Context: an optimization exercise on an open-source flow, tuned for small area, a short achievable clock period and few clock cycles per item. The choices shown serve that exercise and are no tape-out recipe.
At most, simulation tests tie the RTL to the original design; equivalence was not proved.
No functional check of the RTL was part of run 1.
Power is estimated from default activity; no workload was simulated.

==> flow/design.v (outline; a module is shown in full before it is edited, if it fits) <==
// module conv3x3_fa: 10 lines
// module conv3x3_ha: 9 lines
// module conv3x3_pp3n: 6 lines
// module conv3x3_pp3p: 6 lines
// module conv3x3_pp2n: 6 lines
// module conv3x3_stream: 2417 lines
module conv3x3_stream
#(
  parameter int DATA_W     = 8,
  parameter int COEF_W     = 8,
  parameter int NORM_SHIFT = 4
) (
  input  logic                  i_clk,
  input  logic                  i_rst,
  input  logic [9*DATA_W-1:0]   i_pixel_data,
  input  logic                  i_pixel_data_valid,
  input  logic                  i_pixel_data_last,
  output logic                  o_pixel_data_ready,
  output logic [DATA_W-1:0]     o_convolved_data,
  output logic                  o_convolved_data_valid,
  output logic                  o_convolved_data_last,
  output logic                  o_convolved_sat,
  input  logic                  i_out_ready,
  input  logic                  i_coef_we,
  input  logic [3:0]            i_coef_addr,
  input  logic [COEF_W-1:0]     i_coef_data,
  input  logic                  i_coef_commit,
  output logic                  o_cfg_pending
);
  // ...
==> flow/run.sh <==
#!/bin/bash
# synth_recipe.tcl (not shown) runs the flow's synth.tcl, then flattens the netlist and writes it again
# the make line also repeats each setting of config.mk as NAME=value (left out here)
make -C /OpenROAD-flow-scripts/flow DESIGN_CONFIG=/design/flow/config.mk WORK_HOME=/design/flow/orfs CLKGATE_MAP_FILE= SYNTH_SCRIPT=/design/flow/synth_recipe.tcl finish
==> flow/config.mk <==
export PLATFORM = sky130hd
export DESIGN_NAME = conv3x3_stream
export DESIGN_NICKNAME = conv3x3_stream
export VERILOG_FILES = /design/flow/design.v
export SDC_FILE = /design/flow/constraint.sdc
export NUM_CORES = 4
export LEC_CHECK = 0
export CAP_MARGIN = 20
export CORE_MARGIN = 2
export CORE_UTILIZATION = 40
export SETUP_SLACK_MARGIN = 2.4
export SLEW_MARGIN = 20
export SYNTH_HIERARCHICAL = 1
==> flow/constraint.sdc <==
create_clock -name core_clock -period 5.0 [get_ports {i_clk}]
set_input_delay 1.0000 -clock core_clock [delete_from_list [all_inputs] [get_ports {i_clk}]]
set_output_delay 1.0000 -clock core_clock [all_outputs]
set_load 0.01 [all_outputs]
==> impl_metrics.ini, run 1 <==
[run_status]
status = complete, no violations

[pwr]
switching_share_pct = 36.19
ir_drop_v = 0.0004505
switchingPower_mw = 7.650
clock_net_power_mw = 4.68

[sta]
period_share_pct = 51.94
max_freq_mhz = 385.1
setup_viol = 0
fin_hold_ws_ns = 0.3238

[floorplanning]
coreArea_um2 = 75700
tap_cells = 978
boundaryPins = 104
die_h_um = 280.3

[logic_synthesis]
yosysSeqAreaShare_pct = 43.28
synthMuxAreaShare_pct = 1.938
synth_seq_cells = 589

[routing]
post_drt_wl_per_cell_um = 24.38
drt-initial-drc-count = 1023
met1Wirelength_um = 33270

[job]
maxCapViolCount = 0

[worst_hold_path]
min_from = st2_q[7]

[global_route]
grt_pass1_wl_um = 125200
grt-ovfl-total = 0

[worst_setup_path]
path_class = flop to flop
r2r_end = st1_q[65]
crit_end = st1_q[65]
required_ns = 5.51
cp_data_arrival_time_ns = 3.11

[clocking]
cts_tree = yes
cts_setup_buffers = 30

[final_layout]
final_cell_mix = fa_1, and2_1, dfxtp_1
final_common_cell = fa_1
nClkBuffers = 78
==> inputs of run 2 (changes only) <==
--- a/flow/design.v
+++ b/flow/design.v
@@ -66,18 +66,18 @@
   input  logic                  i_coef_we,
   input  logic [3:0]            i_coef_addr,
   input  logic [COEF_W-1:0]     i_coef_data,
   input  logic                  i_coef_commit,
   output logic                  o_cfg_pending
 );
   localparam int CAP = 7;    
   localparam int NQ  = 6;    
-  localparam int CW  = $clog2(CAP + 1);
-  localparam int PW  = (NQ > 1) ? $clog2(NQ) : 1;
+  localparam int CW  = 3;    
+  localparam int PW  = 3;    
   logic        acc;
   logic [71:0] px_q;
   logic [71:0] kq;
   logic [4:0] vq;    
   logic [4:0] lq;    
   logic [175:0] st1_q;
   logic [49:0] st2_q;
   logic [31:0] st3_q;
==> flow/config.mk (replaced) <==
export PLATFORM = sky130hd
export DESIGN_NAME = conv3x3_stream
export DESIGN_NICKNAME = conv3x3_stream
export VERILOG_FILES = /design/flow/design.v
export SDC_FILE = /design/flow/constraint.sdc
export NUM_CORES = 4
export LEC_CHECK = 0
export CAP_MARGIN = 20
export CORE_MARGIN = 2
export CORE_UTILIZATION = 40
export SETUP_SLACK_MARGIN = 2.7
export SLEW_MARGIN = 20
export SYNTH_HIERARCHICAL = 1
==> run 2 against run 1 <==
  * Synthesized cell count did not move
  * Clock skew down 0.0022 ns
  * Count of clock-buffer cells in the layout is 21 higher
  * Critical endpoint is now fne_q
  * Routed wire length increased by 3.3%
  * Power increased by 6.3%
  * Critical path depth grew 9
  * Critical path type is now primary input to flop
  * First-iteration DRC count grew 9.5%
==> impl_metrics.ini, run 2 <==
[sta]
period_share_pct = 50.18
tns_ns = 0
worstMarginPinSlew_ns = 1.002
slew_viol_final = 0
rsz0062_at_grt = yes
fin_crit_ns = 2.509
setup_viol = 0
max_freq_mhz = 398.6
fin_hold_ws_ns = 0.3255
hold_viol_final = 0
max-slew-margin-rel_pct = 33.18
fin_skew_ns = 0.02599

[clocking]
cts_tree = yes
root_buffer = clkbuf_16
cts_max_path_buffers = 3
postCtsHoldBufs = 0
cts_num_sinks = 589
h-tree-depth = 3
clkLatencyLatePin_ns = 0.63
cts_made_buffers = 67
clk_pin_slew_ns = 0.06

[worst_setup_path]
cp_slowest_stage_delay_ns = 0.52
start_kind = primary input
path_class = primary input to flop
cp_max_fo = 6
worstPathCellList = buf_6, nor2b_4, clkinv_4, nand2_8, inv_8, ha_4, inv_4, ha_4, inv_2, fa_2, xor2_1, nor2_1, or4_1
crit_path_frequent_cell = ha_4
crit_path_end_kind = flop
cp_data_arrival_time_ns = 3.00
path_buf_inv = 5
required_ns = 5.49
r2r_slack_ns = 2.51
path_delay_family = simple AND/OR/NAND/NOR gates
crit_slowest_cell = or4_1

[logic_synthesis]
synth.cell_area_um2 = 30530
synth_common_cells = fa_1, and2_1, dfxtp_1, edfxtp_1, nand2_1
synth_warnings = 7
yosys.cell_types.count = 51
synth-main-ff-cell = dfxtp_1
yosysMostFrequentCell = fa_1
synth_edf_count = 142
synth_area_leaders = fa_1, dfxtp_1, edfxtp_1
synthCells = 2173
synth_seq_cells = 589
syn-num-nets = 2839
synth_top_cell_area_share_pct = 35.87
synth.avg_cell_area_um2 = 14.05
yosysSeqAreaShare_pct = 43.28
yosys.area.top_type = fa_1
ys_async_sr_fraction_pct = 0

[pwr]
fin_total_pwr_mw = 22.47
ir_drop_v = 0.0003181
p_per_area_nw_per_um2 = 599.8
power.leakage_nw = 14.68

[final_layout]
utilization_pct = 49.49
final_common_cell = and2_1
drive_above_1_share_pct = 31.74
final_net_count = 3076
final.fill_count = 6321
largest_register = st1_q
antenna_cells = 0
largest_register_ffs = 175
final_area_um2 = 37460
syn_to_final_growth_pct = 22.69
final_cell_mix = and2_1, dfxtp_1, fa_2

[routing]
vias = 17520
post_drt_wl_per_cell_um = 24.72
antenna_left = 0
first_pass_iters = 5
drt-initial-drc-count = 1120
drc = 0
avgViaCountPerCell = 5.089
drt-total-wl_um = 85100

[run_status]
status = complete, no violations

[global_route]
antenna_found_initial = 4
grt_max_degree = 73
grt_pass1_vias = 20070
grt.total_usage_pct = 22.51
grt_pass1_wl_um = 128000
grt-ovfl-total = 0

[placed_design]
gp_congestion = 0.9365
dpl.hpwl_um = 65190
place_area_um2 = 32730
io_buffer_count = 103

[floorplanning]
die_area_um2 = 78550
placement_rows = 101
die_h_um = 280.3
coreArea_um2 = 75700
fp.dieW_um = 280.3
boundaryPins = 104
start_util_pct = 40.33

[job]
maxCapViolCount = 0

[worst_hold_path]
min_path_type = flop to flop
-- run 2: final cells by class --
cell class              count  area, um2  share of cell area [%]
inverters                  44      185.2                  0.4943
flip-flops and latches    589      13350                   35.64
multi-input cells        1498      18210                   48.61
clock inverters            24      245.2                  0.6546
repair buffers            210       2293                   6.122
clock buffers              99       1951                   5.207
well taps                 978       1224                   3.267
-- run 2: logic make-up after synthesis --
logic type	count (synthesis)	share of synthesized area, %
xor gates and xnor gates	16	0.4590
adders and majority gates	575	37.01
muxes	59	1.938
and+or+nand+nor	743	13.69
DFF	589	43.28
AOI/OAI and AO/OA	105	2.553
buffers and inverters	86	1.070
-- run 2: metrics by stage --
step           instances  worst slack (ns)
3_5_place_dp        3213             1.342
3_3_place_gp        3213             1.406
6_report            3442             2.491
5_1_grt             3442             2.405
4_1_cts             3433             2.444
2_1_floorplan       2173             2.042
-- run 2: timing repair --
| action | CTS | global route |
|---|---|---|
| endpoints found under the setup margin | 235 | 196 |
| gates cloned | 0 | 0 |
| setup buffers | 97 | 9 |
| gates resized for setup | 459 | 189 |
| pin swaps | 222 | 185 |
-- run 2: per-layer routing --
metal	share of wire (%)	up-vias	wire, um	global-route usage, %
met5	0	-	0	0
met4	4.2	0	3603	10.32
met3	5.4	210	4612	3.880
met2	49	616	42050	37.84
met1	41	9244	34840	28.45
li1	-	7447	-	-
-- run 2: modules after synthesis, one instance, submodules excluded --
| module | flops+latches | area [um2] |
|---|---|---|
| conv3x3_fa | 0 | 20.02 |
| conv3x3_stream | 589 | 19580 |
| conv3x3_ha | 0 | 12.51 |
-- run 2: worst paths after layout --
path | start | cells past startpoint | to
min reg2reg | st2_q[3] | 0 | st3_q[3]
min | st2_q[3] | 0 | st3_q[3]
max reg2reg | st1_q[105] | 4 | st2_q[21]
max | i_out_ready | 13 | fne_q
-- run 2: where the power goes --
part / internal (mW) / switching (mW)
Combinational: 5.06 / 5.24
Clock: 2.80 / 2.05
Sequential: 6.50 / 0.821
Testbench counts of run 2, summed over its fixed seeds: cycles 4,144, items 4,096.
==> inputs of run 3 (changes only) <==
--- a/flow/config.mk
+++ b/flow/config.mk
@@ -8,6 +8,6 @@
 export CAP_MARGIN = 20
 export CORE_MARGIN = 2
 export CORE_UTILIZATION = 40
-export SETUP_SLACK_MARGIN = 2.7
+export SETUP_SLACK_MARGIN = 2.4
 export SLEW_MARGIN = 20
 export SYNTH_HIERARCHICAL = 1
==> run 3 against run 2 <==
  * Cell count fell by 1.8%
  * Via count fell by 2.3%
  * Power fell by 5.9%
  * Count of clock-buffer cells in the layout fell by 21
  * Non-clock buffer count fell by 55
  * Final area fell by 5.8%
  * Sequential share of layout area rose by 1.8 points
  * Setup slack got worse by 0.088 ns
  * Sequential power barely moved
  * Sequential cell count did not move
  * Synthesized cell count did not move
  * Die area did not move
==> impl_metrics.ini, run 3 <==
[clocking]
cts_num_sinks = 589
h-tree-depth = 2
cts_max_path_buffers = 3
cts_tree = yes
clk_pin_slew_ns = 0.06
clkLatencyLatePin_ns = 0.66
root_buffer = clkbuf_16
cts_made_buffers = 61

[logic_synthesis]
yosysSeqAreaShare_pct = 43.28
ys_async_sr_fraction_pct = 0
synth-main-ff-cell = dfxtp_1
synth_common_cells = fa_1, and2_1, dfxtp_1, edfxtp_1, nand2_1
yosysMostFrequentCell = fa_1
yosys.area.top_type = fa_1
synth_seq_cells = 589
synthCells = 2173
synth_area_leaders = fa_1, dfxtp_1, edfxtp_1
synth.avg_cell_area_um2 = 14.05
synth_warnings = 7
synth_top_cell_area_share_pct = 35.87
synth_edf_count = 142
yosys.cell_types.count = 51
syn-num-nets = 2839
synth.cell_area_um2 = 30530

[final_layout]
ff_latch_area_um2 = 13220
largest_register_ffs = 175
final_common_cell = fa_1
largest_register = st1_q
final_net_count = 3015
final_cell_mix = fa_1, and2_1, dfxtp_1
drive_above_1_share_pct = 7.840
final.fill_count = 6570
multi_input_comb_area_um2 = 17080
utilization_pct = 46.63
syn_to_final_growth_pct = 15.62

[pwr]
seq_power_share_pct = 34.6
power.combinational.fraction_pct = 43.2
p_per_area_nw_per_um2 = 598.7
switchingPower_mw = 7.650
fin_total_pwr_mw = 21.13
p_int_mw = 13.49
ir_drop_v = 0.0004505
clkPwrFrac_pct = 22.2
power.leakage_nw = 14.43
switching_share_pct = 36.19

[routing]
drt-total-wl_um = 82390
vias = 17120
post_drt_wl_per_cell_um = 24.38
avgViaCountPerCell = 5.066
first_pass_iters = 5
drc = 0
drt-initial-drc-count = 1023
antenna_left = 0

[worst_setup_path]
crit_path_end_kind = flop
worstRegToRegCells = 4
startpoint = px_q[3]
start_kind = flop
path_class = flop to flop
r2r_end = st1_q[65]
cp_max_fo = 8
r2r_start = px_q[3]
r2r_slack_ns = 2.40
required_ns = 5.51
cp_data_arrival_time_ns = 3.11

[worst_hold_path]
min_path_type = flop to flop
min_from = st2_q[7]
whs_endpoint = st3_q[7]
min_path_cells = 0

[sta]
fin_crit_ns = 2.597
fin_hold_ws_ns = 0.3238
tns_ns = 0
rsz0062_at_grt = yes
fin_skew_ns = 0.02818
setup_viol = 0
period_share_pct = 51.94
max-slew-margin-rel_pct = 25.27
max_freq_mhz = 385.1
worstMarginPinSlew_ns = 1.116
hold_viol_final = 0
slew_viol_final = 0

[floorplanning]
die_h_um = 280.3
boundaryPins = 104
die_area_um2 = 78550
start_util_pct = 40.33
coreArea_um2 = 75700
fp.dieW_um = 280.3
placement_rows = 101

[placed_design]
io_buffer_count = 103
gp_congestion = 0.9483
dpl.hpwl_um = 65090

[global_route]
grt.total_usage_pct = 21.87
antenna_found_initial = 4
grt_pass1_wl_um = 125200
grt_max_degree = 73
grt-ovfl-total = 0
grt_pass1_vias = 19580

[job]
maxCapViolCount = 0

[run_status]
status = complete, no violations
run 3: cell counts after synthesis:
Identical to the previous run, type by type.
run 3: layer usage:
layer	share of wire [%]	global-route usage [%]	vias up
li1	-	-	7320
met1	40	27.09	9050
met2	50	37.53	551
met3	5.6	4.130	195
met4	4.3	9.159	2
met5	0.057	0	-
run 3: kinds of logic after synthesis:
logic type	Yosys count	synth area share, %
xor+xnor	16	0.4590
flops	589	43.28
compound gates	105	2.553
simple gates	743	13.69
buf+inv	86	1.070
fa+ha+maj	575	37.01
mux	59	1.938
run 3: layout make-up:
cell class                 count  area share, %
multi-input combinational   1498          48.39
sequential                   589          37.46
clock buffer                  78          4.820
timing repair buffer         155          4.232
tap                          978          3.466
clock inverter                34          1.113
inverter                      44         0.4962
antenna                        3        0.02127
run 3: worst max path at each step:
stage | endpoint
floorplan | fne_q
global placement | fne_q
detailed placement | fne_q
CTS | fne_q
global route | fne_q
finish | st1_q[65]
run 3: modules after synthesis, one instance, submodules excluded:
module | cells | copies in the design
conv3x3_ha | 1 | 5
conv3x3_stream | 1624 | 1
conv3x3_fa | 1 | 544
run 3: stage by stage:
stage / worst slack [ns] / std cells / cell area (um2)
2_1_floorplan: 2.041 / 2173 / 30590
3_3_place_gp: 1.345 / 3213 / 32700
3_5_place_dp: 1.287 / 3213 / 32710
4_1_cts: 2.377 / 3355 / 35100
5_1_grt: 2.395 / 3376 / 35290
6_report: 2.403 / 3379 / 35300
run 3: critical path, stage by stage, from the launching register on:
cell and delay [ns]:
dfxtp_1 0.60, and2_1 0.23, fa_1 0.45, fa_1 0.69, fa_1 0.47
run 3: power groups by stage:
stage	Sequential, mW	Clock (mW)	Combinational (mW)
finish	7.32	4.68	9.13
detailed placement	7.59	0	9.07
global placement	7.55	0	8.73
CTS	7.41	4.80	9.28
floorplan	7.11	0	5.97
global route	7.45	5.00	10.6
run 3: what timing repair did:
| action | CTS | global route |
|---|---|---|
| setup endpoints to repair | 24 | 22 |
| gates resized for setup | 8 | 9 |
| pin swaps | 2 | 2 |
| setup buffers | 30 | 21 |
| hold buffers | 0 | 0 |
| gates cloned | 0 | 0 |

## what the ideal ports hide
Ports are ideal in the flow. The routed layouts listed here were re-timed in OpenROAD.
Step 1, drivers: a clkbuf_16 drives i_clk and a buf_2 each remaining input, both assumed.
Step 2 times the ports against the registers' clock, not the clock port: input delays grow and output delays shrink by t, the midpoint of the rising clock arrivals with the driver on.
Three values: ideal ports, drivers, drivers and shift; two values: the first two.
run | shift t [ns] | setup slack, ns | worst setup path after step 2 | clock arrival spread, ns
run 1 | 0.708 | 2.403 / 2.403 / 1.786 | input to register | 0.031 / 0.031
run 2 | 0.679 | 2.491 / 2.510 / 1.847 | input to register | 0.028 / 0.028
run 3 | 0.708 | 2.403 / 2.403 / 1.786 | input to register | 0.031 / 0.031
After both steps every run listed still meets setup and hold. For run 2, which loses most, drivers alone change the setup slack by +0.019 ns; drivers and shift together by -0.644 ns.
